What follows belongs to an exercise in optimizing a design on an open flow for small area, a short achievable clock period and few clock cycles per item; a production flow would make more cautious choices. RTL that was checked went through simulation tests only; none was proved equivalent to the original. Function not checked in runs 5 to 7: the RTL went through the layout flow alone.

## flow/design.v (module list and top-level ports; edited modules follow where they fit)
// module fpu_pipe_wrap: 112 lines
// module fpu_mul24_cs: 1117 lines
module fpu_pipe_wrap #(
  parameter int TAG_W = 4
) (
  input  logic             clk,
  input  logic             rst,
  input  logic             in_valid,
  output logic             in_ready,
  input  logic [1:0]       in_opcode,
  input  logic             in_fmt,
  input  logic [31:0]      in_x,
  input  logic [31:0]      in_y,
  input  logic [TAG_W-1:0] in_tag,
  output logic             out_valid,
  input  logic             out_ready,
  output logic [31:0]      out_r,
  output logic [TAG_W-1:0] out_tag
);
  // ...
==> flow/flow/run.sh <==
#!/bin/bash
# Own layout flow: the standard ORFS flow (standard.sh) with stronger timing repair.
# The clock and the SDC are the design's; only the resizer's setup target is raised
# (SETUP_SLACK_MARGIN), so repair_timing works on the longest paths until their slack
# is that far above zero, and the ports get stronger buffers (BUFFER_PORTS_ARGS).
# Every tool's output goes to a log file in this folder.
set -e
export SETUP_SLACK_MARGIN=18
export TNS_END_PERCENT=10
export BUFFER_PORTS_ARGS="-buffer_cell sky130_fd_sc_hd__buf_2"
bash standard.sh > standard_flow.log 2>&1
==> flow/standard.sh <==
#!/bin/bash
# synth_recipe.tcl (not shown) runs the flow's synth.tcl, then flattens the netlist and writes it again
# the make line also repeats each setting of config.mk as NAME=value (left out here)
make -C /OpenROAD-flow-scripts/flow DESIGN_CONFIG=/design/flow/config.mk WORK_HOME=/design/flow/orfs CLKGATE_MAP_FILE= SYNTH_SCRIPT=/design/flow/synth_recipe.tcl "${@:-finish}"
==> flow/config.mk <==
export PLATFORM = sky130hd
export DESIGN_NAME = fpu_pipe_wrap
export DESIGN_NICKNAME = fpu_pipe_wrap
export VERILOG_FILES = /design/flow/design.v
export SDC_FILE = /design/flow/constraint.sdc
export NUM_CORES = 4
export LEC_CHECK = 0
export CAP_MARGIN = 20
export CORE_MARGIN = 2
export CORE_UTILIZATION = 40
export SLEW_MARGIN = 20
==> flow/constraint.sdc <==
create_clock -name core_clock -period 32.0 [get_ports {clk}]
set_input_delay 6.4000 -clock core_clock [delete_from_list [all_inputs] [get_ports {clk}]]
set_output_delay 6.4000 -clock core_clock [all_outputs]
set_load 0.01 [all_outputs]
==> flow_summary.yaml, run 1 <==
place:
  dp.final_hpwl_um: 71060
  preCtsSetupSlack_ps: 15320
yosys:
  synth_top_family_by_area: "adder cells"
  yosys.area_share.xor_xnor: 0.02735
  syn-cell-area_sq_um: 28500
  ys_types: 100
  synth.avg_cell_area_sq_um: 8.199
  yosys-top-cells-count: "sky130_fd_sc_hd__inv_1 (520), sky130_fd_sc_hd__fa_1 (487), sky130_fd_sc_hd__nand2_1 (444)"
  netlist_instances: 3476
  synth_most_common_cell: "sky130_fd_sc_hd__inv_1"
finish:
  nMultiInputCombCells: 2713
  filler_cell_count: 6953
  diodes: 2
  non_clock_buffer_count: 270
  most-common-layout-cells: "sky130_fd_sc_hd__inv_1 (504), sky130_fd_sc_hd__fa_1 (484), sky130_fd_sc_hd__nand2_1 (440), sky130_fd_sc_hd__nor2_1 (232), sky130_fd_sc_hd__and2_1 (191)"
  fin_cells: 4504
  nonClockInverterCount: 525
  multi_input_area_share: 0.7779
sta:
  layout_min_cycle_time_ps: 13800
  fmax_ghz: 0.07247
critical_path:
  reg2reg_from: "v"
  cp.buffers_inverters: 7
  cp-start-kind: "primary input"
  worst-r2r-setup-slack_ps: 30400
routing:
  route.detailed.drc: 0
  detail_route.wirelength.met1_um: 41780
  avgRoutedWirePerCell_um: 21.77
  dr_wl_met3_um: 8511
  detail_route.vias_per_cell: 5.735
  vias: 25832
global_route:
  grt_use_total: 0.2584
  largest_net_degree_at_the_start_of_global_routing: 67
clock_network:
  cts_root_buf: "sky130_fd_sc_hd__clkbuf_16"
  tritoncts: "done"
die:
  floorplan.core_area_sq_um: 70270
  fp.dieH_um: 270.9
hold_path:
  min_path_type: "reg -> reg"
outcome:
  outcome: "timing/DRC/antenna clean"
Testbench counts, summed over its fixed seeds: cycles 32,008, items 32,000.
==> inputs of run 2 (changes only) <==
==> flow/run.sh (new file) <==
#!/bin/bash
# synth_recipe.tcl (not shown) runs the flow's synth.tcl, then flattens the netlist and writes it again
# the make line also repeats each setting of config.mk as NAME=value (left out here)
make -C /OpenROAD-flow-scripts/flow DESIGN_CONFIG=/design/flow/config.mk WORK_HOME=/design/flow/orfs CLKGATE_MAP_FILE= SYNTH_SCRIPT=/design/flow/synth_recipe.tcl finish
removed: flow/flow/run.sh
removed: flow/standard.sh
==> run 2 against run 1 <==
Net effect: register-to-register slack barely moved.
==> flow_summary.yaml, run 2 <==
yosys:
  yosys-top-cells-count: "sky130_fd_sc_hd__inv_1 (520), sky130_fd_sc_hd__fa_1 (487), sky130_fd_sc_hd__nand2_1 (444)"
  synth.avg_cell_area_sq_um: 8.199
  netlist.area_leader.share: 0.3421
  dominant_register_cell_in_the_synthesized_netlist: "sky130_fd_sc_hd__edfxtp_1"
  postSynthRegisterBits: 46
  synth_area_leader_cell: "sky130_fd_sc_hd__fa_1"
  synth-edff-count: 45
  synth_most_common_cell: "sky130_fd_sc_hd__inv_1"
  cells_taking_the_most_area_after_synthesis: "sky130_fd_sc_hd__fa_1 (34%), sky130_fd_sc_hd__ha_1 (8.9%), sky130_fd_sc_hd__inv_1 (6.8%)"
  ys_types: 100
  syn-cell-area_sq_um: 28500
  asyncSetResetFlopFracSynth: 0
  yosys_warnings: 3
  netlist_instances: 3476
  synth-seq-area-share: 0.04812
  synth.net_count: 4241
finish:
  multiInputGateArea_sq_um: 24430
  ff_latch_area_sq_um: 1371
  largest_register_ff_count: 28
  top_regs: "q_r (28), q_e (10), q_tag (4)"
  design.final.nets: 4231
  area_growth_pct: 7.907
  filler_cell_count: 7074
  most-common-layout-cells: "sky130_fd_sc_hd__inv_1 (519), sky130_fd_sc_hd__fa_1 (487), sky130_fd_sc_hd__nand2_1 (444), sky130_fd_sc_hd__nor2_1 (238), sky130_fd_sc_hd__ha_1 (202)"
  commonest_non_fill_non_tap_cell_in_the_layout: "sky130_fd_sc_hd__inv_1"
  top_register: "q_r"
  post_route_cells_drive_above_1_share: 0.04644
  diodes: 0
place:
  numPortBuffers: 112
  dp.final_hpwl_um: 70720
  finalWeightedCongestion: 0.9475
clock_network:
  tritoncts: "done"
  worst_skew_late_latency_ps: 300
  clock_tree.htree_level_count: 2
  clock_sinks: 46
  post_cts_buffers: 0
  ctsLongestPathBuffers: 2
  path_clk_slew_ps: 70
  cts_root_buf: "sky130_fd_sc_hd__clkbuf_16"
  hold_buffers: 0
  cts_made_buffers: 5
  postCtsResizedCells: 0
global_route:
  grt_pass1_wl_um: 151400
  antenna_violations_before_repair: 5
  grt_use_total: 0.2619
  largest_net_degree_at_the_start_of_global_routing: 66
  grt_pass1_vias: 25851
  globalRoute.totalOverflow: 0
die:
  initial_utilization: 0.4056
  design.die.area_sq_um: 73400
  ioPinCount: 113
  fp.dieH_um: 270.9
  row_count: 97
  floorplan.core_area_sq_um: 70270
  die_width_um: 270.9
sta:
  worst_clock_skew_ps: 11.30
  setup_viol_count_final: 0
  final_period_util: 0.5066
  maxSlewViolCount: 0
  worst_max_slew_pin_slew_ps: 965.2
  layout_min_cycle_time_ps: 16210
  fmax_ghz: 0.06168
  final.hold.worst_slack_ps: 644.8
  timing.slew.headroom: 0.3399
  finalHoldViolCount: 0
  rsz0062_at_grt: "no"
  fin_tns_setup_ps: 0
hold_path:
  worst_hold_path.num_cells: 3
  min_path_type: "reg -> reg"
routing:
  route.detailed.drc: 0
  vias: 24942
  detail_route.wirelength.met1_um: 41230
  dr_wl_met3_um: 7567
  topRoutingLayerUsed: "met5"
  finalWirelength_um: 94770
  number_of_optimization_iterations_in_the_first_detailed_route_pass: 6
  avgRoutedWirePerCell_um: 21.50
  drtAntennaViolNets: 0
  detail_route.vias_per_cell: 5.660
  drt-initial-drc-count: 2180
  wl_met2_um: 43070
critical_path:
  path_depth: 39
  kind_of_cell_adding_the_most_delay_to_the_critical_path: "compound AO/OA/AOI/OAI gates"
  r2r.worst_path.cells: 2
  cp-start-kind: "primary input"
  max_fanout_on_critical_path: 42
  cp.buffers_inverters: 6
  crit_path_frequent_cell: "sky130_fd_sc_hd__a21oi_1"
  worst_setup_path_end_kind: "flop"
  cp.required_ps: 32030
  worst_path_max_delay_cell: "sky130_fd_sc_hd__clkinv_1"
  slowest_delay_ps: 560
  arrival_ps: 16240
  criticalPathCategory: "in -> reg"
flow_run:
  max-cap-violations: 0
outcome:
  outcome: "timing/DRC/antenna clean"
## run 2: metal layers
layer,global-route usage,vias to the layer above
li1,-,11373
met1,0.3592,12351
met2,0.4289,1009
met3,0.04163,199
met4,0.06906,10
met5,0,-
## run 2: final cells by class
| class | instances | share of cell area |
|---|---|---|
| repair buffers | 181 | 0.05314 |
| inverters | 525 | 0.06408 |
| clock buffers | 6 | 0.004191 |
| well taps | 940 | 0.03825 |
| clock inverters | 2 | 0.001221 |
| flip-flops and latches | 46 | 0.04459 |
| multi-input cells | 2707 | 0.7945 |
## run 2: cell families after synthesis
| family | after synthesis | share of synthesized area |
|---|---|---|
| and+or+nand+nor | 1149 | 0.1916 |
| buffers and inverters | 723 | 0.09650 |
| AOI/OAI and AO/OA | 639 | 0.1509 |
| muxes | 140 | 0.05435 |
| xor gates and xnor gates | 89 | 0.02735 |
| adders and majority gates | 690 | 0.4312 |
| DFF | 46 | 0.04812 |
## run 2: path summary, 6_finish.rpt
check	startpoint	to	slack, ps
min	v	v	640
max reg2reg	v	q_r[24]	30410
max	in_x[0]	q_r[26]	15790
min reg2reg	v	v	640
## run 2: stage by stage
stage,setup slack (ps),instance area [sq um],util,std cells
after floorplan,16760,28500,-,3476
after global placement,15810,30590,0.4353,4399
after detailed placement,15740,30590,0.4353,4399
after CTS,16000,30750,0.4376,4407
after global routing,14870,30750,0.4376,4407
final,15790,30750,0.4376,4407
## run 2: worst reg2reg max path: cells and delay by family, from the launching register on
family | cells | cell delay, ps
buffers and inverters | 1 | 700
and+or+nand+nor | 1 | 160
DFF | 1 | 310
==> inputs of run 3 (changes only) <==
--- a/flow/config.mk
+++ b/flow/config.mk
@@ -5,6 +5,7 @@
 export SDC_FILE = /design/flow/constraint.sdc
 export NUM_CORES = 4
 export LEC_CHECK = 0
+export ABC_AREA = 1
 export CAP_MARGIN = 20
 export CORE_MARGIN = 2
 export CORE_UTILIZATION = 40
==> run 3 against run 2 <==
Net effect: synthesized area rose by 0.63%; largest cell class unchanged; register-to-register slack improved by 380 ps; synthesized cell count is 22% higher; worst setup slack better by 560 ps; critical path type unchanged; fmax increased by 3.6%; worst hold slack improved by 350 ps; highest routed layer unchanged.
==> flow_summary.yaml, run 3 <==
finish:
  top_register: "q_r"
  diodes: 0
  most-common-layout-cells: "sky130_fd_sc_hd__nand2_1 (1187), sky130_fd_sc_hd__inv_1 (934), sky130_fd_sc_hd__fa_1 (487), sky130_fd_sc_hd__nand3_1 (374), sky130_fd_sc_hd__nor2_1 (236)"
  largest_register_ff_count: 28
  area_growth_pct: 7.827
  filler_cell_count: 7549
  design.final.nets: 5010
  post_route_cells_drive_above_1_share: 0.02661
  commonest_non_fill_non_tap_cell_in_the_layout: "sky130_fd_sc_hd__nand2_1"
  top_regs: "q_r (28), q_e (10), q_tag (4)"
flow_run:
  max-cap-violations: 0
yosys:
  ys_types: 54
  synth.avg_cell_area_sq_um: 6.765
  yosys.area_share.xor_xnor: 0.01278
  synth.net_count: 5004
  multiplexer_fraction_of_the_synthesized_cell_area: 0
  syn-cell-area_sq_um: 28680
  asyncSetResetFlopFracSynth: 0
  synth-seq-area-share: 0.04782
  netlist.area_leader.share: 0.3400
  fraction_of_the_mapped_netlist_area_in_compound_gates: 0.08434
  cells_taking_the_most_area_after_synthesis: "sky130_fd_sc_hd__fa_1 (34%), sky130_fd_sc_hd__nand2_1 (16%), sky130_fd_sc_hd__inv_1 (12%)"
  synth-edff-count: 45
  postSynthRegisterBits: 46
  synth_area_leader_cell: "sky130_fd_sc_hd__fa_1"
  netlist_instances: 4239
  synth_top_family_by_area: "adder cells"
  synth_adder_area_share: 0.4285
  synth_most_common_cell: "sky130_fd_sc_hd__nand2_1"
  yosys-top-cells-count: "sky130_fd_sc_hd__nand2_1 (1188), sky130_fd_sc_hd__inv_1 (935), sky130_fd_sc_hd__fa_1 (487)"
  synthSimpleGateAreaFrac: 0.2758
  dominant_register_cell_in_the_synthesized_netlist: "sky130_fd_sc_hd__edfxtp_1"
  yosys_warnings: 3
clock_network:
  cts_made_buffers: 5
  worst_skew_late_latency_ps: 300
  postCtsResizedCells: 0
  post_cts_buffers: 0
  clock_sinks: 46
  hold_buffers: 0
  clock_tree.htree_level_count: 2
  cts_root_buf: "sky130_fd_sc_hd__clkbuf_16"
  ctsLongestPathBuffers: 2
  tritoncts: "done"
  path_clk_slew_ps: 70
die:
  die_width_um: 271.8
  fp.dieH_um: 271.8
  floorplan.core_area_sq_um: 71240
  initial_utilization: 0.4025
  design.die.area_sq_um: 73850
  row_count: 98
  ioPinCount: 113
critical_path:
  worst_setup_path_end_kind: "flop"
  max_fanout_on_critical_path: 59
  slowest_delay_ps: 890
  kind_of_cell_adding_the_most_delay_to_the_critical_path: "simple AND/OR/NAND/NOR gates"
  arrival_ps: 15690
  crit_path_frequent_cell: "sky130_fd_sc_hd__nand2_1"
  worst_path_max_delay_cell: "sky130_fd_sc_hd__ha_1"
  criticalPathCategory: "in -> reg"
  cp-start-kind: "primary input"
  cp.buffers_inverters: 8
  cp.required_ps: 32040
global_route:
  grt_pass1_vias: 27786
  largest_net_degree_at_the_start_of_global_routing: 61
  globalRoute.totalOverflow: 0
  antenna_violations_before_repair: 1
  grt_use_total: 0.2690
  grt_pass1_wl_um: 155600
sta:
  rsz0062_at_grt: "no"
  worst_clock_skew_ps: 3.892
  fin_tns_setup_ps: 0
  finalHoldViolCount: 0
  final_period_util: 0.4892
  layout_min_cycle_time_ps: 15650
  maxSlewViolCount: 0
  worst_max_slew_pin_slew_ps: 1014
  timing.slew.headroom: 0.3212
  fmax_ghz: 0.06388
  final.hold.worst_slack_ps: 995.2
  setup_viol_count_final: 0
place:
  numPortBuffers: 112
  finalWeightedCongestion: 0.9711
  dp.final_hpwl_um: 75500
routing:
  detail_route.vias_per_cell: 5.265
  route.detailed.drc: 0
  drtAntennaViolNets: 0
  drt-initial-drc-count: 2368
  number_of_optimization_iterations_in_the_first_detailed_route_pass: 6
  vias: 27359
  finalWirelength_um: 98210
  avgRoutedWirePerCell_um: 18.90
hold_path:
  min_path_type: "reg -> reg"
outcome:
  outcome: "timing/DRC/antenna clean"
==> run 3: cell types whose count changed after synthesis, moves of 41 or more <==
cell,previous run,this run
sky130_fd_sc_hd__mux2i_1,112,0
sky130_fd_sc_hd__nand2_1,444,1188
sky130_fd_sc_hd__xnor2_1,61,12
sky130_fd_sc_hd__nand3_1,46,374
sky130_fd_sc_hd__inv_1,520,935
sky130_fd_sc_hd__a21o_1,43,2
sky130_fd_sc_hd__and2_1,193,5
==> run 3: path summary, 6_finish.rpt <==
path | slack, ps | startpoint | to | cells past startpoint
worst max register to register | 30790 | v | q_r[12] | 1
worst min register to register | 1000 | v | v | 2
worst max-delay path | 16350 | in_y[14] | q_r[25] | 47
worst min-delay path | 1000 | v | v | 2
==> run 3: routing by layer <==
metal / part of all wire / track usage / vias to the layer above
li1: - / - / 12908
met1: 0.43 / 0.3579 / 13198
met2: 0.46 / 0.4472 / 1082
met3: 0.083 / 0.04582 / 169
met4: 0.032 / 0.08141 / 2
met5: 0.00011 / 0 / -
==> run 3: tightest hold or removal path: stages (launching register included) <==
cell and delay, ps:
sky130_fd_sc_hd__dfxtp_1 340, sky130_fd_sc_hd__nand2_4 460, sky130_fd_sc_hd__a21oi_1 140
==> run 3: cell families (layout without fill, tap and decap cells) <==
group | after synthesis | after routing
fa+ha+maj | 690 | 690
xor+xnor | 41 | 41
buf+inv | 1129 | 1136
simple gates | 1906 | 1906
flops | 46 | 46
compound gates | 427 | 427
==> run 3: final cells by class <==
| cell class | count | area [sq um] | area share |
|---|---|---|---|
| Clock buffer | 5 | 125.1 | 0.004046 |
| Clock inverter | 3 | 43.79 | 0.001416 |
| Inverter | 951 | 3570 | 0.1154 |
| Multi-Input combinational cell | 3064 | 23010 | 0.7440 |
| Sequential cell | 46 | 1371 | 0.04435 |
| Tap cell | 950 | 1189 | 0.03844 |
| Timing Repair Buffer | 177 | 1617 | 0.05228 |
==> run 3: metrics by stage <==
step                area [sq um]  instances  setup slack [ps]  utilization
floorplan                  28680       4239             18960            -
global placement           30730       5187             16260       0.4313
detailed placement         30730       5187             16220       0.4313
CTS                        30900       5195             16040       0.4337
global route               30920       5196             15160       0.4341
finish                     30920       5196             16350       0.4341
==> inputs of run 4 (changes only) <==
==> flow/flow/run.sh (new file) <==
#!/bin/bash
# Own layout flow: the standard ORFS flow (standard.sh), with one change to synthesis:
# the ABC mapping script is given a delay target (ABC_CLOCK_PERIOD_IN_PS, the {D} of
# yosys's abc pass), so ABC maps for speed rather than ignoring the target.
# Every tool's output goes to a log file in this folder.
set -e
cat standard.sh > standard_sh_copy.log
cp -r "$FLOW_HOME/scripts" ./scripts_local
sed -i 's/^map -B 0.9$/map -D {D} -B 0.9/' scripts_local/abc_speed.script
cat scripts_local/abc_speed.script > abc_script.log
export SCRIPTS_DIR="$PWD/scripts_local"
bash standard.sh > standard_flow.log 2>&1
==> flow/standard.sh (new file) <==
#!/bin/bash
# synth_recipe.tcl (not shown) runs the flow's synth.tcl, then flattens the netlist and writes it again
# the make line also repeats each setting of config.mk as NAME=value (left out here)
make -C /OpenROAD-flow-scripts/flow DESIGN_CONFIG=/design/flow/config.mk WORK_HOME=/design/flow/orfs CLKGATE_MAP_FILE= SYNTH_SCRIPT=/design/flow/synth_recipe.tcl "${@:-finish}"
--- a/flow/config.mk
+++ b/flow/config.mk
@@ -5,7 +5,7 @@
 export SDC_FILE = /design/flow/constraint.sdc
 export NUM_CORES = 4
 export LEC_CHECK = 0
-export ABC_AREA = 1
+export ABC_CLOCK_PERIOD_IN_PS = 2500
 export CAP_MARGIN = 20
 export CORE_MARGIN = 2
 export CORE_UTILIZATION = 40
removed: flow/run.sh
==> run 4 against run 3 <==
Net effect: critical path depth decreased by 8; die area decreased by 0.61%; count of clock-buffer cells in the layout increased by 1; highest routed layer unchanged; non-clock buffer count increased by 4; synthesized cell count decreased by 18%; sequential share of layout area about the same; clock skew increased by 7.4 ps.
==> flow_summary.yaml, run 4 <==
outcome:
  outcome: "timing/DRC/antenna clean"
finish:
  area_growth_pct: 7.907
  top_register: "q_r"
  post_route_cells_drive_above_1_share: 0.04644
  largest_register_ff_count: 28
  diodes: 0
  design.final.nets: 4231
  end_of_flow_core_utilization: 0.4376
  most-common-layout-cells: "sky130_fd_sc_hd__inv_1 (519), sky130_fd_sc_hd__fa_1 (487), sky130_fd_sc_hd__nand2_1 (444), sky130_fd_sc_hd__nor2_1 (238), sky130_fd_sc_hd__ha_1 (202)"
  filler_cell_count: 7074
  commonest_non_fill_non_tap_cell_in_the_layout: "sky130_fd_sc_hd__inv_1"
  top_regs: "q_r (28), q_e (10), q_tag (4)"
yosys:
  postSynthRegisterBits: 46
  netlist_instances: 3476
  synth-seq-area-share: 0.04812
  dominant_register_cell_in_the_synthesized_netlist: "sky130_fd_sc_hd__edfxtp_1"
  yosys_warnings: 3
  asyncSetResetFlopFracSynth: 0
  synth_area_leader_cell: "sky130_fd_sc_hd__fa_1"
  syn-cell-area_sq_um: 28500
  cells_taking_the_most_area_after_synthesis: "sky130_fd_sc_hd__fa_1 (34%), sky130_fd_sc_hd__ha_1 (8.9%), sky130_fd_sc_hd__inv_1 (6.8%)"
  synth_most_common_cell: "sky130_fd_sc_hd__inv_1"
  ys_types: 100
  synth-edff-count: 45
  synth.avg_cell_area_sq_um: 8.199
  synth.net_count: 4241
  yosys-top-cells-count: "sky130_fd_sc_hd__inv_1 (520), sky130_fd_sc_hd__fa_1 (487), sky130_fd_sc_hd__nand2_1 (444)"
  netlist.area_leader.share: 0.3421
sta:
  final_period_util: 0.5066
  post-route-worst-setup-slack_ps: 15790
  worst_clock_skew_ps: 11.30
  finalHoldViolCount: 0
  maxSlewViolCount: 0
  layout_min_cycle_time_ps: 16210
  setup_viol_count_final: 0
  rsz0062_at_grt: "no"
  timing.slew.headroom: 0.3399
  final.hold.worst_slack_ps: 644.8
  fin_tns_setup_ps: 0
  fmax_ghz: 0.06168
  worst_max_slew_pin_slew_ps: 965.2
routing:
  detail_route.vias_per_cell: 5.660
  number_of_optimization_iterations_in_the_first_detailed_route_pass: 6
  drtAntennaViolNets: 0
  route.detailed.drc: 0
  avgRoutedWirePerCell_um: 21.50
  vias: 24942
  finalWirelength_um: 94770
  drt-initial-drc-count: 2180
die:
  ioPinCount: 113
  floorplan.core_area_sq_um: 70270
  die_width_um: 270.9
  design.die.area_sq_um: 73400
  row_count: 97
  initial_utilization: 0.4056
  fp.dieH_um: 270.9
clock_network:
  hold_buffers: 0
  postCtsResizedCells: 0
  worst_skew_late_latency_ps: 300
  cts_root_buf: "sky130_fd_sc_hd__clkbuf_16"
  post_cts_buffers: 0
  tritoncts: "done"
  clock_sinks: 46
  ctsLongestPathBuffers: 2
  clock_tree.htree_level_count: 2
  path_clk_slew_ps: 70
  cts_made_buffers: 5
flow_run:
  max-cap-violations: 0
critical_path:
  cp-start-kind: "primary input"
  slowest_delay_ps: 560
  max_fanout_on_critical_path: 42
  criticalPathCategory: "in -> reg"
  worst-r2r-setup-slack_ps: 30410
  cp.required_ps: 32030
  arrival_ps: 16240
  crit_path_frequent_cell: "sky130_fd_sc_hd__a21oi_1"
  worst_setup_path_end_kind: "flop"
  worst_path_max_delay_cell: "sky130_fd_sc_hd__clkinv_1"
hold_path:
  min_path_type: "reg -> reg"
place:
  preCtsSetupSlack_ps: 15740
  numPortBuffers: 112
  dp.final_hpwl_um: 70720
  finalWeightedCongestion: 0.9475
global_route:
  grt_pass1_wl_um: 151400
  globalRoute.totalOverflow: 0
  antenna_violations_before_repair: 5
  grt_use_total: 0.2619
  largest_net_degree_at_the_start_of_global_routing: 66
  grt_pass1_vias: 25851
==> run 4: changes by cell type after synthesis, sizes merged, moves of 49 or more <==
| cell | delta |
|---|---|
| and2 | +188 |
| inv | -426 |
| nand3 | -331 |
| mux2i | +112 |
| xnor2 | +49 |
| nand2 | -752 |
==> run 4: cells by family after synthesis <==
logic type / count (synthesis) / share of synthesized area
simple gates: 1149 / 0.1916
mux: 140 / 0.05435
compound gates: 639 / 0.1509
xor+xnor: 89 / 0.02735
buf+inv: 723 / 0.09650
flops: 46 / 0.04812
fa+ha+maj: 690 / 0.4312
==> run 4: worst paths after layout <==
check | start | endpoint | cells past startpoint
setup / recovery | in_x[0] | q_r[26] | 39
hold / removal | v | v | 3
setup reg to reg | v | q_r[24] | 2
hold reg to reg | v | v | 3
==> run 4: final cells by class <==
cell class | instances | area (sq um) | share of cell area
sequential | 46 | 1371 | 0.04459
tap | 940 | 1176 | 0.03825
inverter | 525 | 1971 | 0.06408
clock inverter | 2 | 37.54 | 0.001221
multi-input combinational | 2707 | 24430 | 0.7945
clock buffer | 6 | 128.9 | 0.004191
timing repair buffer | 181 | 1634 | 0.05314
==> run 4: metal layers <==
metal  vias up  part of all wire  track usage
li1      11373                 -            -
met1     12351              0.44       0.3592
met2      1009              0.45       0.4289
met3       199             0.080      0.04163
met4        10             0.030      0.06906
met5         -           0.00070            0
==> run 4: critical path: cells and delay by family <==
family | cells | cell delay (ps)
XOR/XNOR | 1 | 150
buffers and inverters | 6 | 2500
AND/OR/NAND/NOR | 7 | 1240
adder cells (fa/ha/maj) | 3 | 1110
AO/OA/AOI/OAI | 19 | 4130
multiplexers | 3 | 650
==> run 4: stage by stage <==
| stage | instance area, sq um | std cells |
|---|---|---|
| 2_1_floorplan | 28500 | 3476 |
| 3_3_place_gp | 30590 | 4399 |
| 3_5_place_dp | 30590 | 4399 |
| 4_1_cts | 30750 | 4407 |
| 5_1_grt | 30750 | 4407 |
| 6_report | 30750 | 4407 |
==> module fpu_pipe_wrap, before the edit <==
module fpu_pipe_wrap #(
  parameter int TAG_W = 4
) (
  input  logic             clk,
  input  logic             rst,
  input  logic             in_valid,
  output logic             in_ready,
  input  logic [1:0]       in_opcode,
  input  logic             in_fmt,
  input  logic [31:0]      in_x,
  input  logic [31:0]      in_y,
  input  logic [TAG_W-1:0] in_tag,
  output logic             out_valid,
  input  logic             out_ready,
  output logic [31:0]      out_r,
  output logic [TAG_W-1:0] out_tag
);
  logic v, adv;
  assign adv       = !v || out_ready;
  assign in_ready  = !rst && adv;
  assign out_valid = v;
  always_ff @(posedge clk) begin
    if (rst)      v <= 1'b0;
    else if (adv) v <= in_valid;
  end
  logic [7:0]  ex, ey;
  logic        x_ge;
  logic [31:0] a, b;
  logic [7:0]  ea, eb, d;
  logic [26:0] ma, mb, sh;
  logic        sub;
  logic [27:0] r_add;
  assign ex   = in_x[30:23];
  assign ey   = in_y[30:23];
  assign x_ge = in_x[30:0] >= in_y[30:0];
  assign a    = x_ge ? in_x : in_y;
  assign b    = x_ge ? in_y : in_x;
  assign ea   = a[30:23];
  assign eb   = b[30:23];
  assign d    = ea - eb;
  assign ma   = (ea != 8'd0) ? {1'b1, a[22:0], 3'b000} : 27'd0;
  assign mb   = (eb != 8'd0) ? {1'b1, b[22:0], 3'b000} : 27'd0;
  always_comb begin
    logic [26:0] t;
    t = mb;
    for (int k = 0; k < 5; k++) begin
      if (d[k]) t = (t >> (1 << k)) | {26'd0, |(t & ((27'd1 << (1 << k)) - 27'd1))};
    end
    if (d[7:5] != 3'd0) t = {26'd0, |mb};
    sh = t;
  end
  assign sub   = a[31] ^ b[31];
  assign r_add = sub ? {1'b0, ma - sh} : {1'b0, ma} + {1'b0, sh};
  logic [47:0] pa, pb, p;
  logic [27:0] r_mul;
  fpu_mul24_cs u_mul (
    .a  ({1'b1, in_x[22:0]}),
    .b  ({1'b1, in_y[22:0]}),
    .ra (pa),
    .rb (pb)
  );
  assign p     = pa + pb;
  assign r_mul = {p[47:21], |p[20:0]};
  logic        is_mul, qnan1, zero1, s1;
  logic [9:0]  e1;
  logic [27:0] r1;
  assign is_mul = in_opcode[0];
  assign qnan1  = in_fmt || in_opcode[1] || ex == 8'hFF || ey == 8'hFF;
  assign zero1  = is_mul && (ex == 8'h00 || ey == 8'h00);
  assign s1     = is_mul ? in_x[31] ^ in_y[31] : a[31];
  assign e1     = is_mul ? {2'b00, ex} + {2'b00, ey} - 10'd126 : {2'b00, ea} + 10'd1;
  assign r1     = is_mul ? r_mul : r_add;
  logic             q_qnan, q_zero, q_s;
  logic [9:0]       q_e;
  logic [27:0]      q_r;
  logic [TAG_W-1:0] q_tag;
  always_ff @(posedge clk) begin
    if (adv) begin
      q_qnan <= qnan1;
      q_zero <= zero1;
      q_s    <= s1;
      q_e    <= e1;
      q_r    <= r1;
      q_tag  <= in_tag;
    end
  end
  logic [4:0]  lz;
  logic [27:0] nr;
  logic [26:0] m;
  logic        up;
  logic [24:0] mant;
  logic [9:0]  e2, e3;
  always_comb begin
    lz = 5'd27;
    for (int i = 0; i < 28; i++) if (q_r[i]) lz = 5'(27 - i);
  end
  assign nr   = q_r << lz;
  assign m    = {nr[27:2], nr[1] | nr[0]};
  assign up   = m[2] && (m[1] || m[0] || m[3]);
  assign mant = {1'b0, m[26:3]} + {24'd0, up};
  assign e2   = q_e - {5'd0, lz};
  assign e3   = e2 + {9'd0, mant[24]};
  always_comb begin
    if (q_qnan)                   out_r = 32'h7FC0_0000;
    else if (q_zero)              out_r = {q_s, 31'd0};
    else if (q_r == 28'd0)        out_r = 32'd0;
    else if (!e3[9] && e3 >= 10'd255) out_r = {q_s, 8'hFF, 23'd0};
    else if (e3[9] || e3 == 10'd0) out_r = {q_s, 31'd0};
    else                          out_r = {q_s, e3[7:0], mant[22:0]};
  end
  assign out_tag = q_tag;
endmodule
==> inputs of run 5 (changes only) <==
--- a/flow/design.v
+++ b/flow/design.v
@@ -118,34 +118,43 @@
     if (rst)      v <= 1'b0;
     else if (adv) v <= in_valid;
   end
-  logic [7:0]  ex, ey;
-  logic        x_ge;
-  logic [31:0] a, b;
-  logic [7:0]  ea, eb, d;
-  logic [26:0] ma, mb, sh;
-  logic        sub;
-  logic [27:0] r_add;
+  logic [7:0]  ex, ey, d;
+  logic [8:0]  dxy;
+  logic        y_gt, e_eq, sub, near;
+  logic [23:0] mx, my, mbig, msml;
+  logic [26:0] sh;
+  logic [27:0] r_far, r_near, r_add;
+  logic [24:0] n_xy, n_yx;
+  logic        s_add;
+  logic [7:0]  emax;
   assign ex   = in_x[30:23];
   assign ey   = in_y[30:23];
-  assign x_ge = in_x[30:0] >= in_y[30:0];
-  assign a    = x_ge ? in_x : in_y;
-  assign b    = x_ge ? in_y : in_x;
-  assign ea   = a[30:23];
-  assign eb   = b[30:23];
-  assign d    = ea - eb;
-  assign ma   = (ea != 8'd0) ? {1'b1, a[22:0], 3'b000} : 27'd0;
-  assign mb   = (eb != 8'd0) ? {1'b1, b[22:0], 3'b000} : 27'd0;
+  assign mx   = (ex != 8'd0) ? {1'b1, in_x[22:0]} : 24'd0;
+  assign my   = (ey != 8'd0) ? {1'b1, in_y[22:0]} : 24'd0;
+  assign dxy  = {1'b0, ex} - {1'b0, ey};
+  assign y_gt = dxy[8];
+  assign e_eq = (ex == ey);
+  assign d    = y_gt ? ey - ex : dxy[7:0];
+  assign mbig = y_gt ? my : mx;
+  assign msml = y_gt ? mx : my;
+  assign emax = y_gt ? ey : ex;
+  assign sub  = in_x[31] ^ in_y[31];
   always_comb begin
     logic [26:0] t;
-    t = mb;
+    t = {msml, 3'b000};
     for (int k = 0; k < 5; k++) begin
       if (d[k]) t = (t >> (1 << k)) | {26'd0, |(t & ((27'd1 << (1 << k)) - 27'd1))};
     end
-    if (d[7:5] != 3'd0) t = {26'd0, |mb};
+    if (d[7:5] != 3'd0) t = {26'd0, |msml};
     sh = t;
   end
-  assign sub   = a[31] ^ b[31];
-  assign r_add = sub ? {1'b0, ma - sh} : {1'b0, ma} + {1'b0, sh};
+  assign r_far  = sub ? {1'b0, {mbig, 3'b000} - sh} : {1'b0, mbig, 3'b000} + {1'b0, sh};
+  assign n_xy   = {1'b0, mx} - {1'b0, my};
+  assign n_yx   = {1'b0, my} - {1'b0, mx};
+  assign near   = e_eq && sub;
+  assign r_near = {1'b0, n_xy[24] ? n_yx[23:0] : n_xy[23:0], 3'b000};
+  assign r_add  = near ? r_near : r_far;
+  assign s_add  = near ? (n_xy[24] ? in_y[31] : in_x[31]) : (y_gt ? in_y[31] : in_x[31]);
   logic [47:0] pa, pb, p;
   logic [27:0] r_mul;
   fpu_mul24_cs u_mul (
@@ -162,8 +171,8 @@
   assign is_mul = in_opcode[0];
   assign qnan1  = in_fmt || in_opcode[1] || ex == 8'hFF || ey == 8'hFF;
   assign zero1  = is_mul && (ex == 8'h00 || ey == 8'h00);
-  assign s1     = is_mul ? in_x[31] ^ in_y[31] : a[31];
-  assign e1     = is_mul ? {2'b00, ex} + {2'b00, ey} - 10'd126 : {2'b00, ea} + 10'd1;
+  assign s1     = is_mul ? in_x[31] ^ in_y[31] : s_add;
+  assign e1     = is_mul ? {2'b00, ex} + {2'b00, ey} - 10'd126 : {2'b00, emax} + 10'd1;
   assign r1     = is_mul ? r_mul : r_add;
   logic             q_qnan, q_zero, q_s;
   logic [9:0]       q_e;
==> flow/run.sh (new file) <==
#!/bin/bash
# synth_recipe.tcl (not shown) runs the flow's synth.tcl, then flattens the netlist and writes it again
# the make line also repeats each setting of config.mk as NAME=value (left out here)
make -C /OpenROAD-flow-scripts/flow DESIGN_CONFIG=/design/flow/config.mk WORK_HOME=/design/flow/orfs CLKGATE_MAP_FILE= SYNTH_SCRIPT=/design/flow/synth_recipe.tcl finish
--- a/flow/config.mk
+++ b/flow/config.mk
@@ -5,7 +5,6 @@
 export SDC_FILE = /design/flow/constraint.sdc
 export NUM_CORES = 4
 export LEC_CHECK = 0
-export ABC_CLOCK_PERIOD_IN_PS = 2500
 export CAP_MARGIN = 20
 export CORE_MARGIN = 2
 export CORE_UTILIZATION = 40
removed: flow/flow/run.sh
removed: flow/standard.sh
==> run 5 against run 4 <==
Net effect: still clean on timing, DRC and antenna; sequential cell count stayed put; worst hold slack worse by 16 ps; sequential share of layout area is 0.23 points lower; critical path depth stayed put; clock skew is 3.9 ps lower; final cell count is 8.0% higher; routed wire length is 3.9% higher; core utilization is 0.32 points lower; largest cell class unchanged.
==> flow_summary.yaml, run 5 <==
hold_path:
  min_path_type: "reg -> reg"
global_route:
  grt_use_total: 0.2558
  grt_pass1_vias: 27459
  grt_pass1_wl_um: 156200
  antenna_violations_before_repair: 0
  largest_net_degree_at_the_start_of_global_routing: 80
  globalRoute.totalOverflow: 0
flow_run:
  max-cap-violations: 0
yosys:
  synth_most_common_cell: "sky130_fd_sc_hd__inv_1"
  synth_area_leader_cell: "sky130_fd_sc_hd__fa_1"
  synth.avg_cell_area_sq_um: 7.936
  yosys_warnings: 3
  netlist.area_leader.share: 0.3261
  netlist_instances: 3798
  syn-cell-area_sq_um: 30140
  yosys-top-cells-count: "sky130_fd_sc_hd__inv_1 (636), sky130_fd_sc_hd__fa_1 (491), sky130_fd_sc_hd__nand2_1 (475)"
  asyncSetResetFlopFracSynth: 0
  synth-edff-count: 45
  postSynthRegisterBits: 46
  synth-seq-area-share: 0.04549
  ys_types: 92
  dominant_register_cell_in_the_synthesized_netlist: "sky130_fd_sc_hd__edfxtp_1"
  cells_taking_the_most_area_after_synthesis: "sky130_fd_sc_hd__fa_1 (33%), sky130_fd_sc_hd__ha_1 (8.7%), sky130_fd_sc_hd__inv_1 (7.9%)"
  synth.net_count: 4574
clock_network:
  ctsLongestPathBuffers: 2
  clock_sinks: 46
  post_cts_buffers: 0
  hold_buffers: 0
  postCtsResizedCells: 0
  path_clk_slew_ps: 70
  clock_tree.htree_level_count: 2
  tritoncts: "done"
  cts_made_buffers: 5
  cts_root_buf: "sky130_fd_sc_hd__clkbuf_16"
  worst_skew_late_latency_ps: 290
sta:
  setup_viol_count_final: 0
  worst_clock_skew_ps: 7.448
  rsz0062_at_grt: "no"
  timing.slew.headroom: 0.3234
  layout_min_cycle_time_ps: 16270
  final.hold.worst_slack_ps: 628.6
  fmax_ghz: 0.06148
  finalHoldViolCount: 0
  final_period_util: 0.5083
  fin_tns_setup_ps: 0
  worst_max_slew_pin_slew_ps: 1008
  post-route-worst-setup-slack_ps: 15730
  maxSlewViolCount: 0
critical_path:
  cp.required_ps: 25600
  cp-start-kind: "flop"
  criticalPathCategory: "reg -> out"
  arrival_ps: 9870
  worst_path_max_delay_cell: "sky130_fd_sc_hd__nand3_1"
  crit_path_frequent_cell: "sky130_fd_sc_hd__a21oi_1"
  slowest_delay_ps: 630
  cp.buffers_inverters: 5
  max_fanout_on_critical_path: 31
  kind_of_cell_adding_the_most_delay_to_the_critical_path: "simple AND/OR/NAND/NOR gates"
  worst_setup_path_end_kind: "output pin"
routing:
  drtAntennaViolNets: 0
  avgRoutedWirePerCell_um: 20.69
  finalWirelength_um: 98500
  detail_route.vias_per_cell: 5.653
  number_of_optimization_iterations_in_the_first_detailed_route_pass: 6
  route.detailed.drc: 0
  drt-initial-drc-count: 2308
  vias: 26907
die:
  design.die.area_sq_um: 77570
  fp.dieH_um: 278.5
  die_width_um: 278.5
  floorplan.core_area_sq_um: 74570
  ioPinCount: 113
  row_count: 100
  initial_utilization: 0.4042
finish:
  diodes: 0
  post_route_cells_drive_above_1_share: 0.04247
  top_regs: "q_r (28), q_e (10), q_tag (4)"
  top_register: "q_r"
  area_growth_pct: 7.472
  filler_cell_count: 7624
  most-common-layout-cells: "sky130_fd_sc_hd__inv_1 (635), sky130_fd_sc_hd__fa_1 (491), sky130_fd_sc_hd__nand2_1 (475), sky130_fd_sc_hd__and2_1 (245), sky130_fd_sc_hd__nor2_1 (238)"
  fin_cells: 4760
  end_of_flow_core_utilization: 0.4344
  commonest_non_fill_non_tap_cell_in_the_layout: "sky130_fd_sc_hd__inv_1"
  largest_register_ff_count: 28
  design.final.nets: 4566
place:
  finalWeightedCongestion: 0.9366
  number_of_placed_instances_taps_included: 4752
  preCtsSetupSlack_ps: 16110
  numPortBuffers: 112
  dp.final_hpwl_um: 73630
outcome:
  outcome: "timing/DRC/antenna clean"
==> run 5: changes by cell type after synthesis, moves of 13 or more <==
cell	before	now
sky130_fd_sc_hd__inv_1	520	636
sky130_fd_sc_hd__and2_1	193	245
sky130_fd_sc_hd__o21ai_0	107	139
sky130_fd_sc_hd__a211oi_1	29	60
sky130_fd_sc_hd__nand2_1	444	475
sky130_fd_sc_hd__nand3_1	46	72
sky130_fd_sc_hd__mux2i_1	112	87
sky130_fd_sc_hd__nor3_1	47	71
sky130_fd_sc_hd__a21o_1	43	63
sky130_fd_sc_hd__mux4_2	10	24
sky130_fd_sc_hd__nor2b_1	15	28
sky130_fd_sc_hd__nor4_1	31	18
==> run 5: area by class of cell <==
type                       count  area [sq um]  share of cell area
clock buffer                   5         125.1            0.003862
multi-input combinational   2909         25600              0.7902
clock inverter                 3         47.55            0.001468
sequential                    46          1371             0.04233
inverter                     650          2445             0.07547
tap                          969          1212             0.03743
timing repair buffer         178          1597             0.04928
==> run 5: worst register-to-register path, delay by kind of cell (launching register included) <==
family | cells | cell delay, ps
flip-flops | 1 | 310
AND/OR/NAND/NOR | 1 | 150
buffers and inverters | 1 | 650
==> run 5: logic make-up after synthesis <==
group / Yosys count / synth area share
adder cells (fa/ha/maj): 701 / 0.4133
XOR/XNOR: 105 / 0.03051
multiplexers: 120 / 0.05019
flip-flops: 46 / 0.04549
AND/OR/NAND/NOR: 1276 / 0.2019
AO/OA/AOI/OAI: 707 / 0.1522
buffers and inverters: 843 / 0.1065
==> run 5: final timing paths <==
kind	slack, ps	cells past startpoint	from	endpoint
worst min register to register	630	3	v	v
worst max-delay path	15730	39	q_r[1]	out_r[17]
worst min-delay path	630	3	v	v
worst max register to register	30470	2	v	q_r[15]
==> run 5: per-layer routing <==
| metal | up-vias | global-route usage | part of all wire |
|---|---|---|---|
| met5 | - | 0 | 0 |
| met4 | 0 | 0.07927 | 0.036 |
| li1 | 12305 | - | - |
| met3 | 219 | 0.03400 | 0.082 |
| met2 | 1203 | 0.4272 | 0.46 |
| met1 | 13180 | 0.3443 | 0.42 |
==> run 5: metrics by stage <==
stage	cell area, sq um
finish	32390
global route	32390
CTS	32390
detailed placement	32220
global placement	32220
floorplan	30140
==> inputs of run 6 (changes only) <==
--- a/flow/design.v
+++ b/flow/design.v
@@ -163,8 +163,16 @@
     .ra (pa),
     .rb (pb)
   );
+  logic [20:0] ylow;
+  logic        st_mul;
+  always_comb begin
+    ylow[0] = in_y[0];
+    for (int k = 1; k < 21; k++) ylow[k] = ylow[k-1] | in_y[k];
+    st_mul = 1'b0;
+    for (int i = 0; i < 21; i++) st_mul = st_mul | (in_x[i] & ylow[20-i]);
+  end
   assign p     = pa + pb;
-  assign r_mul = {p[47:21], |p[20:0]};
+  assign r_mul = {p[47:21], st_mul};
   logic        is_mul, qnan1, zero1, s1;
   logic [9:0]  e1;
   logic [27:0] r1;
@@ -189,28 +197,40 @@
     end
   end
   logic [4:0]  lz;
-  logic [27:0] nr;
+  logic [27:0] n16, n8, n4, n2, nr;
   logic [26:0] m;
-  logic        up;
-  logic [24:0] mant;
-  logic [9:0]  e2, e3;
+  logic        up, ovf, r_zero, inf, uf;
+  logic [23:0] inc;
+  logic [22:0] frac;
+  logic [9:0]  e_lz, e_lz1, e_out;
   always_comb begin
     lz = 5'd27;
     for (int i = 0; i < 28; i++) if (q_r[i]) lz = 5'(27 - i);
   end
-  assign nr   = q_r << lz;
-  assign m    = {nr[27:2], nr[1] | nr[0]};
+  assign n16    = lz[4] ? {q_r[11:0], 16'd0} : q_r;
+  assign n8     = lz[3] ? {n16[19:0], 8'd0} : n16;
+  assign n4     = lz[2] ? {n8[23:0], 4'd0} : n8;
+  assign n2     = lz[1] ? {n4[25:0], 2'd0} : n4;
+  assign nr     = lz[0] ? {n2[26:0], 1'b0} : n2;
+  assign m      = {nr[27:2], nr[1] | nr[0]};
+  assign r_zero = (q_r == 28'd0);
   assign up   = m[2] && (m[1] || m[0] || m[3]);
-  assign mant = {1'b0, m[26:3]} + {24'd0, up};
-  assign e2   = q_e - {5'd0, lz};
-  assign e3   = e2 + {9'd0, mant[24]};
+  assign inc  = m[26:3] + 24'd1;
+  assign ovf  = up && (&m[26:3]);
+  assign frac = up ? inc[22:0] : m[25:3];
+  assign e_lz  = q_e - {5'd0, lz};
+  assign e_lz1 = e_lz + 10'd1;
+  assign e_out = ovf ? e_lz1 : e_lz;
+  assign inf   = ovf ? (!e_lz1[9] && (e_lz1[8] || (&e_lz1[7:0])))
+                     : (!e_lz[9] && (e_lz[8] || (&e_lz[7:0])));
+  assign uf    = ovf ? (e_lz1[9] || e_lz1 == 10'd0) : (e_lz[9] || e_lz == 10'd0);
   always_comb begin
-    if (q_qnan)                   out_r = 32'h7FC0_0000;
-    else if (q_zero)              out_r = {q_s, 31'd0};
-    else if (q_r == 28'd0)        out_r = 32'd0;
-    else if (!e3[9] && e3 >= 10'd255) out_r = {q_s, 8'hFF, 23'd0};
-    else if (e3[9] || e3 == 10'd0) out_r = {q_s, 31'd0};
-    else                          out_r = {q_s, e3[7:0], mant[22:0]};
+    if (q_qnan)      out_r = 32'h7FC0_0000;
+    else if (q_zero) out_r = {q_s, 31'd0};
+    else if (r_zero) out_r = 32'd0;
+    else if (inf)    out_r = {q_s, 8'hFF, 23'd0};
+    else if (uf)     out_r = {q_s, 31'd0};
+    else             out_r = {q_s, e_out[7:0], frac};
   end
   assign out_tag = q_tag;
 endmodule
==> run 6 against run 5 <==
Net effect: final cell count shrank 1.2%; fmax increased by 8.5%; core utilization fell by 0.063 points; highest routed layer unchanged; critical endpoint is now q_r[26].
==> flow_summary.yaml, run 6 <==
die:
  design.die.area_sq_um: 77330
  ioPinCount: 113
  fp.dieH_um: 278.1
  floorplan.core_area_sq_um: 74450
  die_width_um: 278.1
  row_count: 100
  initial_utilization: 0.4036
yosys:
  synth.avg_cell_area_sq_um: 8.005
  ys_types: 102
  postSynthRegisterBits: 46
  synth-seq-area-share: 0.04563
  yosys-top-cells-count: "sky130_fd_sc_hd__inv_1 (597), sky130_fd_sc_hd__fa_1 (490), sky130_fd_sc_hd__nand2_1 (485)"
  synth_area_leader_cell: "sky130_fd_sc_hd__fa_1"
  netlist_instances: 3754
  yosys_warnings: 3
  netlist.area_leader.share: 0.3264
  synth_most_common_cell: "sky130_fd_sc_hd__inv_1"
  synth-edff-count: 45
  dominant_register_cell_in_the_synthesized_netlist: "sky130_fd_sc_hd__edfxtp_1"
  syn-cell-area_sq_um: 30050
  synth.net_count: 4523
  asyncSetResetFlopFracSynth: 0
  cells_taking_the_most_area_after_synthesis: "sky130_fd_sc_hd__fa_1 (33%), sky130_fd_sc_hd__ha_1 (8.5%), sky130_fd_sc_hd__inv_1 (7.5%)"
critical_path:
  reg2reg_from: "v"
  kind_of_cell_adding_the_most_delay_to_the_critical_path: "compound AO/OA/AOI/OAI gates"
  slowest_delay_ps: 650
  max_fanout_on_critical_path: 50
  worst-r2r-setup-slack_ps: 30440
  worst_setup_path_end_kind: "flop"
  criticalPathCategory: "in -> reg"
  worst_path_max_delay_cell: "sky130_fd_sc_hd__mux4_2"
  cp.required_ps: 32020
  arrival_ps: 15000
  rr_endpoint: "q_tag[2]"
  crit_path_frequent_cell: "sky130_fd_sc_hd__o41ai_1"
  r2r.worst_path.cells: 2
  cp.buffers_inverters: 4
  cp-start-kind: "primary input"
sta:
  post-route-worst-setup-slack_ps: 17010
  finalHoldViolCount: 0
  rsz0062_at_grt: "no"
  maxSlewViolCount: 0
  timing.slew.headroom: 0.2580
  fin_tns_setup_ps: 0
  fmax_ghz: 0.06673
  setup_viol_count_final: 0
  worst_max_slew_pin_slew_ps: 1110
  final_period_util: 0.4683
  final.hold.worst_slack_ps: 636.3
  layout_min_cycle_time_ps: 14990
  worst_clock_skew_ps: 10.90
finish:
  area_growth_pct: 7.466
  design.final.nets: 4501
  multiInputGateArea_sq_um: 25650
  top_regs: "q_r (28), q_e (10), q_tag (4)"
  filler_cell_count: 7558
  top_register: "q_r"
  most-common-layout-cells: "sky130_fd_sc_hd__inv_1 (596), sky130_fd_sc_hd__fa_1 (490), sky130_fd_sc_hd__nand2_1 (485), sky130_fd_sc_hd__and2_1 (240), sky130_fd_sc_hd__nor2_1 (219)"
  end_of_flow_core_utilization: 0.4338
  post_route_cells_drive_above_1_share: 0.04741
  commonest_non_fill_non_tap_cell_in_the_layout: "sky130_fd_sc_hd__inv_1"
  largest_register_ff_count: 28
  ff_latch_area_sq_um: 1371
hold_path:
  worstHoldStart: "v"
  worst_hold_path.num_cells: 3
  min_path_type: "reg -> reg"
  timing.hold.worst_endpoint: "v"
flow_run:
  max-cap-violations: 0
place:
  preCtsSetupSlack_ps: 16780
  numPortBuffers: 112
  finalWeightedCongestion: 0.9659
  dp.final_hpwl_um: 75250
outcome:
  outcome: "timing/DRC/antenna clean"
clock_network:
  ctsLongestPathBuffers: 2
  cts_made_buffers: 5
  post_cts_buffers: 0
  tritoncts: "done"
  postCtsResizedCells: 0
  worst_skew_late_latency_ps: 300
  cts_root_buf: "sky130_fd_sc_hd__clkbuf_16"
  clock_tree.htree_level_count: 2
  hold_buffers: 0
  path_clk_slew_ps: 70
  clock_sinks: 46
routing:
  detail_route.wirelength.met1_um: 43570
  drt-initial-drc-count: 2141
  dr_wl_met3_um: 6753
  finalWirelength_um: 101700
  number_of_optimization_iterations_in_the_first_detailed_route_pass: 8
  avgRoutedWirePerCell_um: 21.62
  drtAntennaViolNets: 0
  route.detailed.drc: 0
  topRoutingLayerUsed: "met4"
  wl_met2_um: 47150
  vias: 26979
  detail_route.vias_per_cell: 5.737
global_route:
  antenna_violations_before_repair: 4
  largest_net_degree_at_the_start_of_global_routing: 54
  globalRoute.totalOverflow: 0
  grt_pass1_wl_um: 160700
  grt_pass1_vias: 27459
  grt_use_total: 0.2645
[run 6: cell types whose count changed after synthesis, moves of 10 or more]
cell / previous run / this run
sky130_fd_sc_hd__a221oi_1: 16 / 6
sky130_fd_sc_hd__o22ai_1: 21 / 7
sky130_fd_sc_hd__xor2_1: 33 / 45
sky130_fd_sc_hd__o21ai_0: 139 / 162
sky130_fd_sc_hd__nor3_1: 71 / 46
sky130_fd_sc_hd__o21ai_1: 0 / 23
sky130_fd_sc_hd__nand2_1: 475 / 485
sky130_fd_sc_hd__mux2i_1: 87 / 77
sky130_fd_sc_hd__clkbuf_1: 169 / 182
sky130_fd_sc_hd__nand3_1: 72 / 61
sky130_fd_sc_hd__nor2_1: 238 / 219
sky130_fd_sc_hd__mux2_2: 8 / 19
sky130_fd_sc_hd__a211oi_1: 60 / 31
sky130_fd_sc_hd__inv_1: 636 / 597
[run 6: metrics by stage]
stage / area [sq um] / std cells
global placement: 32140 / 4694
global route: 32290 / 4703
detailed placement: 32140 / 4694
finish: 32290 / 4703
floorplan: 30050 / 3754
CTS: 32290 / 4702
[run 6: kinds of logic (layout without fill, tap and decap cells)]
family                   Yosys count  after routing  synth area share
multiplexers                     123            123           0.05300
buffers and inverters            814            793            0.1031
other                              0              1                 0
flip-flops                        46             46           0.04563
XOR/XNOR                         108            108           0.03148
AO/OA/AOI/OAI                    726            726            0.1566
adder cells (fa/ha/maj)          694            694            0.4114
AND/OR/NAND/NOR                 1243           1243            0.1989
[run 6: worst max path at each step]
stage | startpoint | to | slack [ps] | depth (start not counted)
after floorplan | in_y[0] | q_r[27] | 18650 | 27
after global placement | in_x[26] | q_r[26] | 16910 | 30
after detailed placement | in_x[26] | q_r[26] | 16780 | 31
after CTS | in_x[26] | q_r[26] | 17110 | 31
after global routing | in_x[26] | q_r[26] | 16090 | 31
final | in_x[26] | q_r[26] | 17010 | 31
[run 6: layout make-up]
type | count | share of cell area
Clock inverter | 2 | 0.0003874
Timing Repair Buffer | 181 | 0.05060
Inverter | 604 | 0.07021
Antenna cell | 1 | 0.00007749
Clock buffer | 6 | 0.004301
Multi-Input combinational cell | 2894 | 0.7944
Tap cell | 969 | 0.03754
Sequential cell | 46 | 0.04246
[run 6: worst reg2reg max path, stage by stage, from the launching register on]
cell and delay (ps):
sky130_fd_sc_hd__dfxtp_1 310, sky130_fd_sc_hd__nor2b_1 150, sky130_fd_sc_hd__inv_2 680
[run 6: per-layer routing]
metal  track usage  up-vias
li1              -    12127
met3       0.02636      235
met2        0.4345     1148
met4       0.09633        0
met1        0.3623    13469
met5             0        -
==> inputs of run 7 (changes only) <==
==> flow/flow/run.sh (new file) <==
#!/bin/bash
# Own layout flow: the standard ORFS flow (standard.sh) with stronger timing repair.
# The clock and the SDC are the design's; only the resizer's setup target is raised
# (SETUP_SLACK_MARGIN), so repair_timing works on the longest paths until their slack
# is that far above zero, and the ports get stronger buffers (BUFFER_PORTS_ARGS).
# Every tool's output goes to a log file in this folder.
set -e
export SETUP_SLACK_MARGIN=18
export TNS_END_PERCENT=10
export BUFFER_PORTS_ARGS="-buffer_cell sky130_fd_sc_hd__buf_2"
bash standard.sh > standard_flow.log 2>&1
==> flow/standard.sh (new file) <==
#!/bin/bash
# synth_recipe.tcl (not shown) runs the flow's synth.tcl, then flattens the netlist and writes it again
# the make line also repeats each setting of config.mk as NAME=value (left out here)
make -C /OpenROAD-flow-scripts/flow DESIGN_CONFIG=/design/flow/config.mk WORK_HOME=/design/flow/orfs CLKGATE_MAP_FILE= SYNTH_SCRIPT=/design/flow/synth_recipe.tcl "${@:-finish}"
removed: flow/run.sh
==> run 7 against run 6 <==
Net effect: sequential cell count is the same; via count shrank 1.4%; critical path type unchanged; sequential share of layout area grew 0.075 points; still clean; cell area shrank 1.7%.
==> flow_summary.yaml, run 7 <==
yosys:
  multiplexer_fraction_of_the_synthesized_cell_area: 0.05300
  netlist_instances: 3754
  synth_adder_area_share: 0.4114
  yosys.area_share.xor_xnor: 0.03148
  dominant_register_cell_in_the_synthesized_netlist: "sky130_fd_sc_hd__edfxtp_1"
  synth.avg_cell_area_sq_um: 8.005
  cells_taking_the_most_area_after_synthesis: "sky130_fd_sc_hd__fa_1 (33%), sky130_fd_sc_hd__ha_1 (8.5%), sky130_fd_sc_hd__inv_1 (7.5%)"
  fraction_of_the_mapped_netlist_area_in_compound_gates: 0.1566
  asyncSetResetFlopFracSynth: 0
  synth.net_count: 4523
  yosys-top-cells-count: "sky130_fd_sc_hd__inv_1 (597), sky130_fd_sc_hd__fa_1 (490), sky130_fd_sc_hd__nand2_1 (485)"
  ys_types: 102
  synth_most_common_cell: "sky130_fd_sc_hd__inv_1"
  synth_area_leader_cell: "sky130_fd_sc_hd__fa_1"
  postSynthRegisterBits: 46
  synth_top_family_by_area: "adder cells"
  syn-cell-area_sq_um: 30050
  yosys_warnings: 3
  synth-edff-count: 45
  synthSimpleGateAreaFrac: 0.1989
  netlist.area_leader.share: 0.3264
  synth-seq-area-share: 0.04563
global_route:
  largest_net_degree_at_the_start_of_global_routing: 71
  grt_use_total: 0.2582
  globalRoute.totalOverflow: 0
  antenna_violations_before_repair: 1
  grt_pass1_wl_um: 157000
  grt_pass1_vias: 27026
flow_run:
  max-cap-violations: 0
routing:
  number_of_optimization_iterations_in_the_first_detailed_route_pass: 7
  detail_route.vias_per_cell: 5.679
  finalWirelength_um: 99360
  drt-initial-drc-count: 2228
  vias: 26607
  avgRoutedWirePerCell_um: 21.21
  drtAntennaViolNets: 0
  route.detailed.drc: 0
sta:
  fin_tns_setup_ps: 0
  fmax_ghz: 0.07324
  timing.slew.headroom: 0.3662
  layout_min_cycle_time_ps: 13650
  final_period_util: 0.4267
  maxSlewViolCount: 0
  rsz0062_at_grt: "yes"
  worst_max_slew_pin_slew_ps: 950.8
  worst_clock_skew_ps: 3.868
  finalHoldViolCount: 0
  setup_viol_count_final: 0
die:
  row_count: 100
  initial_utilization: 0.4036
  design.die.area_sq_um: 77330
  fp.dieH_um: 278.1
  ioPinCount: 113
  die_width_um: 278.1
  floorplan.core_area_sq_um: 74450
finish:
  layout.cell_area.non_filler_sq_um: 31730
  fin_cells: 4685
  top_register: "q_r"
  largest_register_ff_count: 28
  post_route_cells_drive_above_1_share: 0.07458
  most-common-layout-cells: "sky130_fd_sc_hd__inv_1 (595), sky130_fd_sc_hd__fa_1 (490), sky130_fd_sc_hd__nand2_1 (485), sky130_fd_sc_hd__and2_1 (240), sky130_fd_sc_hd__nor2_1 (219)"
  top_regs: "q_r (28), q_e (10), q_tag (4)"
  area_growth_pct: 5.600
  ff_latch_area_sq_um: 1371
  design.final.nets: 4482
  commonest_non_fill_non_tap_cell_in_the_layout: "sky130_fd_sc_hd__inv_1"
  filler_cell_count: 7609
  multiInputGateArea_sq_um: 25700
clock_network:
  worst_skew_late_latency_ps: 300
  tritoncts: "done"
  path_clk_slew_ps: 70
  clock_sinks: 46
  cts_made_buffers: 5
  hold_buffers: 0
  ctsLongestPathBuffers: 2
  clock_tree.htree_level_count: 2
  cts_root_buf: "sky130_fd_sc_hd__clkbuf_16"
critical_path:
  cp-start-kind: "primary input"
  worst-r2r-setup-slack_ps: 30460
  r2r.worst_path.cells: 2
  critical_path.startpoint: "in_x[18]"
  max_fanout_on_critical_path: 21
  worst_setup_path_end_kind: "flop"
  reg2reg_from: "v"
  criticalPathCategory: "in -> reg"
  arrival_ps: 13680
  rr_endpoint: "q_r[9]"
  cp.required_ps: 32030
outcome:
  outcome: "timing/DRC/antenna clean"
hold_path:
  timing.hold.worst_endpoint: "v"
  worstHoldStart: "v"
  min_path_type: "reg -> reg"
  worst_hold_path.num_cells: 3
place:
  number_of_placed_instances_taps_included: 4669
  numPortBuffers: 112
  finalWeightedCongestion: 0.9505
  placement.cell_area_sq_um: 31390
  dp.final_hpwl_um: 74170
==> run 7: cell counts after synthesis <==
Identical to the previous run, type by type.
==> run 7: how the worst max path moves through the flow <==
stage	to	slack (ps)	cells after the start
floorplan	q_r[27]	18650	27
global placement	q_r[26]	17550	31
detailed placement	q_r[27]	17420	28
CTS	q_r[26]	17990	30
global route	q_r[23]	17990	36
finish	q_r[27]	18350	25
==> run 7: area by class of cell <==
class	instances	share of cell area
clock buffers	5	0.003943
multi-input cells	2894	0.8100
diodes	2	0.0001577
clock inverters	3	0.001419
repair buffers	162	0.03150
well taps	969	0.03821
inverters	604	0.07160
flip-flops and latches	46	0.04321
==> run 7: kinds of logic (layout without fill, tap and decap cells) <==
family	count (synthesis)	count (layout)
other	0	2
flip-flops	46	46
XOR/XNOR	108	108
AND/OR/NAND/NOR	1243	1243
buffers and inverters	814	774
AO/OA/AOI/OAI	726	726
multiplexers	123	123
adder cells (fa/ha/maj)	694	694
==> run 7: metrics by stage <==
stage | utilization | hold WS, ps | setup WS (ps)
6_report | 0.4263 | 637.2 | 18350
4_1_cts | 0.4242 | 645.5 | 17990
2_1_floorplan | - | 625.1 | 18650
5_1_grt | 0.4262 | 685.3 | 17990
3_5_place_dp | 0.4216 | 632.3 | 17420
3_3_place_gp | 0.4216 | 614.6 | 17550
==> run 7: critical path, stage by stage <==
cell	delay (ps)
sky130_fd_sc_hd__clkbuf_4	350
sky130_fd_sc_hd__inv_1	320
sky130_fd_sc_hd__nor2_1	260
sky130_fd_sc_hd__fa_1	450
sky130_fd_sc_hd__fa_1	570
sky130_fd_sc_hd__fa_1	470
sky130_fd_sc_hd__fa_1	500
sky130_fd_sc_hd__fa_1	400
sky130_fd_sc_hd__fa_1	500
sky130_fd_sc_hd__fa_1	530
sky130_fd_sc_hd__ha_1	370
sky130_fd_sc_hd__a21o_1	170
sky130_fd_sc_hd__a21o_1	160
sky130_fd_sc_hd__a21oi_1	150
sky130_fd_sc_hd__o21ai_0	130
sky130_fd_sc_hd__nand2b_1	90
sky130_fd_sc_hd__o211ai_1	170
sky130_fd_sc_hd__o31ai_1	340
sky130_fd_sc_hd__a21boi_1	190
sky130_fd_sc_hd__o31ai_2	320
sky130_fd_sc_hd__a211oi_1	160
sky130_fd_sc_hd__o21ai_0	250
sky130_fd_sc_hd__nand2b_1	130
sky130_fd_sc_hd__o21ai_0	170
sky130_fd_sc_hd__o31ai_1	90
==> run 7: repair_timing <==
item / CTS / global route
setup endpoints to repair: 4 / 6
buffers inserted: 2 / 4
pin swaps: 1 / 1
gates resized for setup: 2 / 36
==> run 7: per-layer routing <==
layer  GRT usage  vias up  part of all wire
met1      0.3560    13288              0.43
met4     0.09078        0             0.038
met2      0.4229     1039              0.46
li1            -    12094                 -
met3     0.02535      186             0.068
met5           0        -                 0

-- re-timing with driven ports --
The flow's constraints put no driver on any port. The routed layouts listed below were extracted and timed again, unchanged, in two steps.
Step 1, drivers: a clkbuf_16 drives clk and a buf_2 each remaining input, both assumed.
Step 2 moves the port delays by t, midway between the first and last clock arrival at a register: inputs arrive t later, outputs are due t later. That takes back most of the time a late clock gives input paths.
a / b / c = ideal / step 1 / step 2; a / b = the first two.
run | t (ns) | slack for setup (ns) | worst hold slack (ns) | slew at the worst register clock pin (ns) | cell pins on the clock port's net
run 1 | 0.345 | 18.201 / 18.224 / 17.879 | 0.629 / 0.629 / 0.629 | 0.08 / 0.08 | 1
run 2 | 0.337 | 15.788 / 15.804 / 15.467 | 0.645 / 0.645 / 0.645 | 0.08 / 0.08 | 1
run 3 | 0.341 | 16.347 / 16.352 / 16.025 | 0.995 / 0.995 / 0.995 | 0.07 / 0.07 | 1
run 4 | 0.337 | 15.788 / 15.804 / 15.467 | 0.645 / 0.645 / 0.645 | 0.08 / 0.08 | 1
run 5 | 0.331 | 15.734 / 15.691 / 16.022 | 0.629 / 0.629 / 0.629 | 0.07 / 0.07 | 1
run 6 | 0.336 | 17.013 / 17.027 / 16.691 | 0.636 / 0.636 / 0.636 | 0.07 / 0.07 | 1
run 7 | 0.338 | 18.346 / 18.269 / 17.931 | 0.637 / 0.637 / 0.637 | 0.07 / 0.07 | 1
After both steps every run listed still meets setup and hold. The setup slack of run 7, which loses most, moves by -0.077 ns with the drivers and by -0.415 ns with both steps.
